Source: an optimization exercise on an open RTL-to-GDS flow (aim: small area, a short achievable clock period and few clock cycles per item). Production flows keep margins and buffers that such runs may drop. Only simulation tests tie the RTL to the original design; equivalence was not proved. Power figures rest on the tool's default switching activity, not on a simulated workload.

==> flow/design.v <==
package tgarle_pkg;
  localparam logic [1:0] KIND_HEADER      = 2'd0;
  localparam logic [1:0] KIND_RUN         = 2'd1;
  localparam logic [1:0] KIND_BAD_TYPE    = 2'd2;
  localparam logic [1:0] KIND_UNSUPPORTED = 2'd3;
  localparam logic [7:0] TYPE_TRUECOLOUR = 8'd2;
  localparam logic [7:0] TYPE_RLE        = 8'd10;
  localparam logic [7:0] DEPTH_24        = 8'd24;
  localparam logic [7:0] DEPTH_32        = 8'd32;
  localparam logic [7:0] OPAQUE_ALPHA   = 8'hff;
endpackage
module tgarle_row_div (
  input  logic [15:0] row_in,
  input  logic        c,
  output logic [15:0] dec_one,
  output logic [15:0] dec_c
);
  logic [15:0] low_zero;    
  always_comb begin
    low_zero[0] = 1'b1;
    for (int i = 1; i < 16; i++) begin
      low_zero[i] = ((row_in & ((16'd1 << i) - 16'd1)) == 16'd0);
    end
    for (int i = 0; i < 16; i++) begin
      dec_one[i] = row_in[i] ^ low_zero[i];
      dec_c[i]   = row_in[i] ^ (c && low_zero[i]);
    end
  end
endmodule
module tga_truecolor_rle_decoder_core (
  input  logic        clk,
  input  logic        rst,
  input  logic        byte_valid,
  output logic        byte_stall,
  input  logic [7:0]  data_byte,
  input  logic        start_of_file,
  output logic        result_valid,
  input  logic        result_stall,
  output logic [1:0]  result_kind,
  output logic [31:0] pixel_rgba,
  output logic [15:0] dest_row,
  output logic [15:0] dest_column,
  output logic [7:0]  run_length,
  output logic [15:0] image_width,
  output logic [15:0] image_height,
  output logic        image_done
);
  localparam logic [2:0] PH_IDLE = 3'd0;
  localparam logic [2:0] PH_HDR  = 3'd1;
  localparam logic [2:0] PH_SKIP = 3'd2;
  localparam logic [2:0] PH_PKT  = 3'd3;
  localparam logic [2:0] PH_PIX  = 3'd4;
  logic [2:0]  phase;
  logic [1:0]  hpos;         
  logic [7:0]  cnt;          
  logic [15:0] wid;
  logic [15:0] prow;         
  logic [15:0] pcol;         
  logic        cpend;        
  logic        cwrap;        
  logic [6:0]  cadd;         
  logic [7:0]  crem;         
  logic        rle, alpha, badtype, unsup, prun;
  logic        pend;         
  logic        busy;         
  logic        wk;           
  logic        hold;         
  logic        hdec;         
  logic [6:0]  ra;           
  logic        vld;
  logic [1:0]  kind;
  logic [31:0] rgba;
  logic [15:0] orow;
  logic [7:0]  olen;
  logic        odone;
  logic        hk;           
  logic        w_big;
  logic        accept;
  logic        free;
  logic        complete;
  logic        hdr_emit;
  logic        fire_raw, fire_run, fire;
  assign w_big    = (wid[15:7] != 9'd0);
  assign free     = !vld || !result_stall;
  assign byte_stall = result_stall || hold;
  assign accept   = byte_valid && !byte_stall;
  assign complete = (hpos == (alpha ? 2'd3 : 2'd2));
  assign hdr_emit = accept && !start_of_file && (phase == PH_HDR) && (cnt == 8'd0);
  assign fire_raw = accept && !start_of_file && (phase == PH_PIX) && complete && !(rle && prun);
  logic        wrow_zero;
  logic [7:0]  sub1;
  logic        take, iter;
  assign wrow_zero = (prow == 16'd0);
  assign sub1      = {1'b0, ra} - {1'b0, wid[6:0]};
  assign iter      = busy && (wk || free);
  assign take      = iter && !w_big && !sub1[7] && !wrow_zero;
  assign fire_run = pend && free && !(busy && (take || !iter));
  assign fire     = fire_raw || fire_run;
  logic        c_wrap;
  logic [6:0]  t_low;
  logic [16:0] s_add;
  logic [15:0] s_col;
  logic        f_done;
  logic [7:0]  want;
  logic [7:0]  len_done;
  logic [7:0]  f_len;
  logic [15:0] col_next;
  logic [15:0] row_one;      
  logic [15:0] row_fin;      
  always_comb begin
    c_wrap = !crem[7] && (ra >= crem[6:0]);
    t_low  = ra - crem[6:0];                      
    s_add  = {pcol, 1'b1} + {9'd0, cadd, 1'b1};   
    s_col  = s_add[16:1];
    col_next = cwrap ? {9'd0, cadd} : s_col;
    f_done = c_wrap && wrow_zero;
    want   = prun ? cnt : 8'd1;
    len_done = want - {1'b0, t_low};             
    f_len  = f_done ? len_done : want;
  end
  tgarle_row_div u_dec (.row_in (prow), .c (c_wrap), .dec_one (row_one), .dec_c (row_fin));
  logic [6:0] crem_lo;
  logic       crem_big;
  assign crem_lo  = wid[6:0] + ~pcol[6:0];
  assign crem_big = ({1'b0, wid} > ({1'b0, pcol} + 17'd128));
  always_ff @(posedge clk) begin
    crem <= crem_big ? 8'd128 : {1'b0, crem_lo};
  end
  logic set_pend;
  assign set_pend = accept && !start_of_file && (phase == PH_PIX) && complete && rle && prun;
  always_ff @(posedge clk) begin
    if (rst) begin
      phase <= PH_IDLE;
      pend  <= 1'b0;
      cpend <= 1'b0;
      hdec  <= 1'b0;
      busy  <= 1'b0;
      hold  <= 1'b0;
      vld   <= 1'b0;
    end else begin
      if (fire || hdr_emit) begin
        vld <= 1'b1;
      end else if (!result_stall) begin
        vld <= 1'b0;
      end
      hold <= (set_pend || (pend && !fire)) && take;
      if (hdec && free) begin
        hdec <= 1'b0;
        prow <= row_one;
      end
      if (take) begin
        ra   <= sub1[6:0];
        prow <= row_one;
        wk   <= 1'b1;
      end else if (iter) begin
        busy <= 1'b0;
      end
      if (cpend && free) begin
        cpend <= 1'b0;
        pcol  <= col_next;
      end
      if (fire) begin
        pend  <= 1'b0;
        busy  <= 1'b0;
        wk    <= 1'b0;
        prow  <= row_fin;
        cpend <= 1'b1;
        cwrap <= c_wrap;
        cadd  <= c_wrap ? t_low : ra;
      end
      if (accept && start_of_file) begin
        {prun, ra} <= data_byte;
        cnt   <= 8'd16;
        phase <= PH_HDR;
        busy  <= 1'b0;
        wk    <= 1'b0;
      end else if (accept) begin
        case (phase)
          PH_HDR: begin
            cnt <= cnt - 8'd1;
            case (cnt)
              8'd16: unsup <= (data_byte != 8'd0);
              8'd15: begin
                rle     <= (data_byte == tgarle_pkg::TYPE_RLE);
                badtype <= (data_byte != tgarle_pkg::TYPE_TRUECOLOUR) &&
                           (data_byte != tgarle_pkg::TYPE_RLE);
              end
              8'd5:  wid[7:0]   <= data_byte;
              8'd4:  wid[15:8]  <= data_byte;
              8'd3:  prow[7:0]  <= data_byte;
              8'd2:  prow[15:8] <= data_byte;
              8'd1:  begin
                alpha <= (data_byte == tgarle_pkg::DEPTH_32);
                unsup <= unsup || ((data_byte != tgarle_pkg::DEPTH_24) &&
                                   (data_byte != tgarle_pkg::DEPTH_32));
              end
              default: begin
              end
            endcase
            if (cnt == 8'd0) begin
              cnt  <= {prun, ra};
              hpos <= 2'd0;
              rgba <= 32'd0;
              ra   <= 7'd0;
              prun <= 1'b0;
              pcol <= 16'd0;
              hdec <= 1'b1;
              if (badtype || unsup || (wid == 16'd0) || (prow == 16'd0)) begin
                phase <= PH_IDLE;
              end else if ({prun, ra} != 8'd0) begin
                phase <= PH_SKIP;
              end else begin
                phase <= rle ? PH_PKT : PH_PIX;
              end
            end
          end
          PH_SKIP: begin
            cnt <= cnt - 8'd1;
            if (cnt == 8'd1) begin
              phase <= rle ? PH_PKT : PH_PIX;
            end
          end
          PH_PKT: begin
            cnt   <= {1'b0, data_byte[6:0]} + 8'd1;
            prun  <= data_byte[7];
            phase <= PH_PIX;
            busy  <= data_byte[7];
            ra    <= data_byte[7] ? data_byte[6:0] : 7'd0;
          end
          PH_PIX: begin
            case (hpos)
              2'd0: rgba[15:8]  <= data_byte;
              2'd1: rgba[23:16] <= data_byte;
              2'd2: begin
                rgba[31:24] <= data_byte;
                if (!alpha) rgba[7:0] <= tgarle_pkg::OPAQUE_ALPHA;
              end
              default: rgba[7:0] <= data_byte;
            endcase
            if (!complete) begin
              hpos <= hpos + 2'd1;
            end else begin
              hpos <= 2'd0;
              if (rle && prun) begin
                pend  <= 1'b1;
                phase <= PH_PKT;
              end else if (rle) begin
                if (cnt == 8'd1) begin
                  phase <= PH_PKT;
                end else begin
                  cnt <= cnt - 8'd1;
                end
              end
            end
          end
          default: begin
          end
        endcase
      end
      if (fire && f_done && !(accept && start_of_file)) begin
        phase <= PH_IDLE;
      end
    end
  end
  always_ff @(posedge clk) begin
    if (hdr_emit) begin
      hk    <= 1'b1;
      kind  <= badtype ? tgarle_pkg::KIND_BAD_TYPE :
               unsup   ? tgarle_pkg::KIND_UNSUPPORTED : tgarle_pkg::KIND_HEADER;
      orow  <= 16'd0;
      olen  <= 8'd0;
      odone <= !badtype && !unsup && ((wid == 16'd0) || (prow == 16'd0));
    end else if (fire) begin
      hk    <= 1'b0;
      kind  <= tgarle_pkg::KIND_RUN;
      if (!wk) orow <= prow;
      olen  <= f_len;
      odone <= f_done;
    end else if (take && !wk) begin
      orow  <= prow;
    end
  end
  assign result_valid = vld;
  assign result_kind  = kind;
  assign pixel_rgba   = rgba;
  assign dest_row     = orow;
  assign dest_column  = pcol;
  assign run_length   = olen;
  assign image_width  = hk ? wid : 16'd0;
  assign image_height = hk ? prow : 16'd0;
  assign image_done   = odone;
endmodule
==> flow/flow/run.sh <==
#!/bin/bash
# The standard layout, with plain buf_1 cells as the port buffers (the
# default picks a clkdlybuf4s50_1 delay cell for every port).  Repair still
# upsizes any port buffer that timing needs.
set -euo pipefail
export BUFFER_PORTS_ARGS="-buffer_cell sky130_fd_sc_hd__buf_1"
bash standard.sh > standard_flow.log 2>&1
==> flow/standard.sh <==
#!/bin/bash
# synth_recipe.tcl (not shown) runs the flow's synth.tcl, then flattens the netlist and writes it again
# the make line also repeats each setting of config.mk as NAME=value (left out here)
make -C /OpenROAD-flow-scripts/flow DESIGN_CONFIG=/design/flow/config.mk WORK_HOME=/design/flow/orfs CLKGATE_MAP_FILE= SYNTH_SCRIPT=/design/flow/synth_recipe.tcl "${@:-finish}"
==> flow/config.mk <==
export PLATFORM = sky130hd
export DESIGN_NAME = tga_truecolor_rle_decoder_core
export DESIGN_NICKNAME = tga_truecolor_rle_decoder_core
export VERILOG_FILES = /design/flow/design.v
export SDC_FILE = /design/flow/constraint.sdc
export NUM_CORES = 4
export LEC_CHECK = 0
export CAP_MARGIN = 20
export CORE_MARGIN = 2
export CORE_UTILIZATION = 40
export CTS_BUF_LIST = sky130_fd_sc_hd__clkbuf_8
export SETUP_SLACK_MARGIN = 4.1
export SLEW_MARGIN = 20
==> flow/constraint.sdc <==
create_clock -name core_clock -period 7.5 [get_ports {clk}]
set_input_delay 1.5000 -clock core_clock [delete_from_list [all_inputs] [get_ports {clk}]]
set_output_delay 1.5000 -clock core_clock [all_outputs]
set_load 0.01 [all_outputs]
==> reports/qor.csv <==
stage;metric;value;unit
floorplan;I/O pins;122;
sta;Slew headroom;40.8;%
place;Routability Congestion;0.897;
finish;Syn-to-layout area delta;13.2;%
floorplan;die area;0.0247;sq mm
global_routing;global-route wire length before repair;39.2;mm
routing;1st-iter DRT viols;594;
worst_hold_path;Tightest Hold Check Type;flop to flop;
logic_synthesis;post-synth top area share;36.4;%
power_and_ir_drop;Pint;0.00132;W
critical_path;crit-path max FO;4;
logic_synthesis;Main synth FF type;edfxtp_1;
logic_synthesis;post-synth net total;1038;
clocking;Num CTS Buffers;17;
global_routing;Overflow after GRT;0;
logic_synthesis;Post-Synthesis Cell Area;0.00940;sq mm
finish;Final nets;1152;
critical_path;Crit path required time;6.00;ns
logic_synthesis;Synth Warn #;2;
power_and_ir_drop;PwrDens;179;mW/mm^2
global_routing;initial antenna violation count;0;
global_routing;GRT Resource Usage Total;20.7;%
routing;routed vias;7522;
routing;final antenna-violating net count;0;
floorplan;die height;157;microns
clocking;clock latency (worst-skew pair);0.47;ns
clocking;Max Root-Sink Buffers;2;
logic_synthesis;top post-synthesis cells by count;nor2_1 (135), edfxtp_1 (114), ha_1 (62);
logic_synthesis;Async S/R FF share, synth;0;%
finish;final instance area;0.0106;sq mm
sta;final setup fails;0;
critical_path;CP arrival;1.87;ns
sta;Worst Skew;0.0122;ns
finish;fill cell count;2304;
clocking;root buf cell;clkbuf_8;
place;Placement Cell Area;0.0101;sq mm
logic_synthesis;Yosys reg bits;156;
place;Post-Place Worst Slack;3.59;ns
sta;Slew Viols, Final;0;
power_and_ir_drop;Comb pwr share;14.5;%
logic_synthesis;post-synthesis sequential area ratio;45.4;%
power_and_ir_drop;Leakage Power;4.05;nW
routing;wire length per cell;18.0;microns
sta;min setup slack post-route;4.13;ns
power_and_ir_drop;peak supply drop;0.119;mV
critical_path;CP Class;primary input to primary output;
sta;unrepaired setup endpoints after global routing;yes;
place;Detailed Place HPWL;18.4;mm
sta;Max Freq;0.297;GHz
power_and_ir_drop;Sequential Power Share;51.4;%
finish;ant diodes;0;
logic_synthesis;leading area contributor after synthesis;edfxtp_1;
power_and_ir_drop;clock power share;34.1;%
power_and_ir_drop;Net Sw Power;0.000586;W
power_and_ir_drop;Net Sw Frac;30.8;%
logic_synthesis;top cells by area, synth;edfxtp_1 (36%), dfxtp_1 (8.9%), ha_1 (8.3%), nor2_1 (5.4%), and2_1 (3.2%);
global_routing;vias in the first global route;7060;
place;Port Buffer Count;121;
routing;Total Routed Length;25.3;mm
flow_run;max cap viols;0;
clocking;CTS tree;yes;
floorplan;Rows;56;
run_status;status;finished clean;
floorplan;Core ar.;0.0233;sq mm
routing;Vias/cell;5.36;
sta;worst slew pin tran;0.888;ns
clocking;clock transition at the registers of the reported paths;0.09;ns
global_routing;largest net degree at the start of global routing;39;
clocking;H-Tree Depth;4;
power_and_ir_drop;Power, Total;0.00190;W
critical_path;startpoint class of the critical path;primary input;
floorplan;Initial Utilization;40.4;%
floorplan;Die W;157;microns
sta;min Tclk post-route;3.37;ns
logic_synthesis;number of flops mapped to enable cells by yosys;114;
routing;DRC;0;
clocking;CTS sink count;156;
logic_synthesis;average size of a mapped cell;9.81;sq um
finish;layout cells sized above 1;7.37;%
sta;TNS Setup;0;ns
routing;Pre-antenna DRT Iters;7;
logic_synthesis;post-synthesis cell count;958;
logic_synthesis;library cells used by synthesis;71;
sta;Hold Fails Final Rpt;0;
logic_synthesis;most common cell in the synthesized netlist;nor2_1;
sta;crit share post-route;44.9;%
critical_path;CP Capture Type;primary output;
-- per-stage QoR --
stage	util, %	hold slack, ns	cells
after floorplan	-	0.456	958
after global placement	43.6	0.448	1367
after detailed placement	43.6	0.450	1367
after CTS	45.3	0.468	1399
after global routing	45.7	0.494	1404
final	45.7	0.462	1404
-- cell families (layout without fill, tap and decap cells) --
kind of cell | after synthesis | count (layout) | synth area share [%]
compound gates | 204 | 204 | 14.3
buf+inv | 100 | 227 | 4.31
simple gates | 346 | 346 | 18.3
xor+xnor | 61 | 61 | 5.69
flops | 156 | 156 | 45.4
fa+ha+maj | 67 | 67 | 9.32
mux | 24 | 24 | 2.72
-- layer usage --
metal  part of all wire [%]  global-route usage [%]  vias up  wire (microns)
met5                      0                       0        -               0
met1                     46                    28.3     3564           11600
met3                    7.3                    5.20       31            1850
met2                     46                    32.8      273           11500
met4                    1.5                    5.50        0             370
li1                       -                       -     3654               -
-- area by class of cell --
class                   count  area, sq um  area share [%]
inverters                  60          228            2.14
clock buffers              17          234            2.20
multi-input cells         702         4750            44.7
flip-flops and latches    156         4270            40.1
clock inverters            15          159            1.49
well taps                 319          399            3.75
repair buffers            135          599            5.63
-- timing repair --
item                                    CTS  global route
setup buffers                             0             5
gates resized for setup                   4            14
endpoints found under the setup margin    2            88
pin swaps                                 0             2
hold buffers                              0             0
-- worst paths after layout --
check / slack [ns] / cells past startpoint / from / end
setup / recovery: 4.13 / 4 / result_stall / byte_stall
setup reg to reg: 4.37 / 14 / ra[0] / olen[7]
hold reg to reg: 0.46 / 2 / olen[2] / olen[2]
hold / removal: 0.46 / 2 / olen[2] / olen[2]
-- power groups by stage --
stage | Sequential [W] | Clock, W | Combinational [W]
2_1_floorplan | 0.000992 | 0 | 0.000195
3_3_place_gp | 0.000999 | 0 | 0.000263
3_5_place_dp | 0.000999 | 0 | 0.000264
4_1_cts | 0.000979 | 0.000669 | 0.000267
5_1_grt | 0.000983 | 0.000697 | 0.000308
6_report | 0.000979 | 0.000649 | 0.000276
-- placed cells by master, fill, tap and decap left out, types with 6 or more instances in the layout --
cell type	count
a211oi_1	11
a21boi_0	6
a21o_1	11
a21oi_1	53
a22o_1	8
a31oi_1	7
and2_1	48
and3_1	12
buf_1	119
buf_4	12
clkbuf_8	17
dfxtp_1	41
edfxtp_1	114
ha_1	62
inv_1	57
inv_8	8
mux2i_1	21
nand2_1	55
nand2b_1	9
nand3_1	15
nand4_1	9
nor2_1	134
nor2b_1	14
nor3_1	17
nor4_1	10
o21a_1	9
o21ai_0	45
xnor2_1	29
xor2_1	32
-- sequential cells by signal, summed over array words and instances, names as in the netlist, 2 cells and up --
register  count
cadd          7
cnt           8
crem          8
hpos          2
kind          2
olen          8
orow         16
pcol         16
phase         3
prow         16
ra            7
rgba         32
wid          16
-- critical path, cell delays in order --
cell    delay (ns)
buf_6         0.11
nor2_4        0.11
inv_2         0.04
buf_6         0.11
Testbench counts, summed over its fixed seeds: cycles 128,614, bytes 128,035.

what the ideal ports hide:
How much do the figures lean on ideal ports? The routed layout below was timed once more, with nothing changed but the port constraints.
Step 1 assumes that a clkbuf_16 drives the clock port and a buf_2 every other input.
Step 2, shift: input delay + t, output delay - t, t = (earliest + latest rising clock arrival at the registers) / 2. This alone moves slack from input paths to output paths.
Three values: ideal ports, drivers, drivers and shift; two values: the first two.
shift t [ns]: 0.506
slack for setup (ns): 4.130 / 4.097 / 3.790
cell pins on the clock port's net: 1
After both steps setup and hold are still met in this run. For this run, drivers alone change the setup slack by -0.033 ns; drivers and shift together by -0.340 ns.
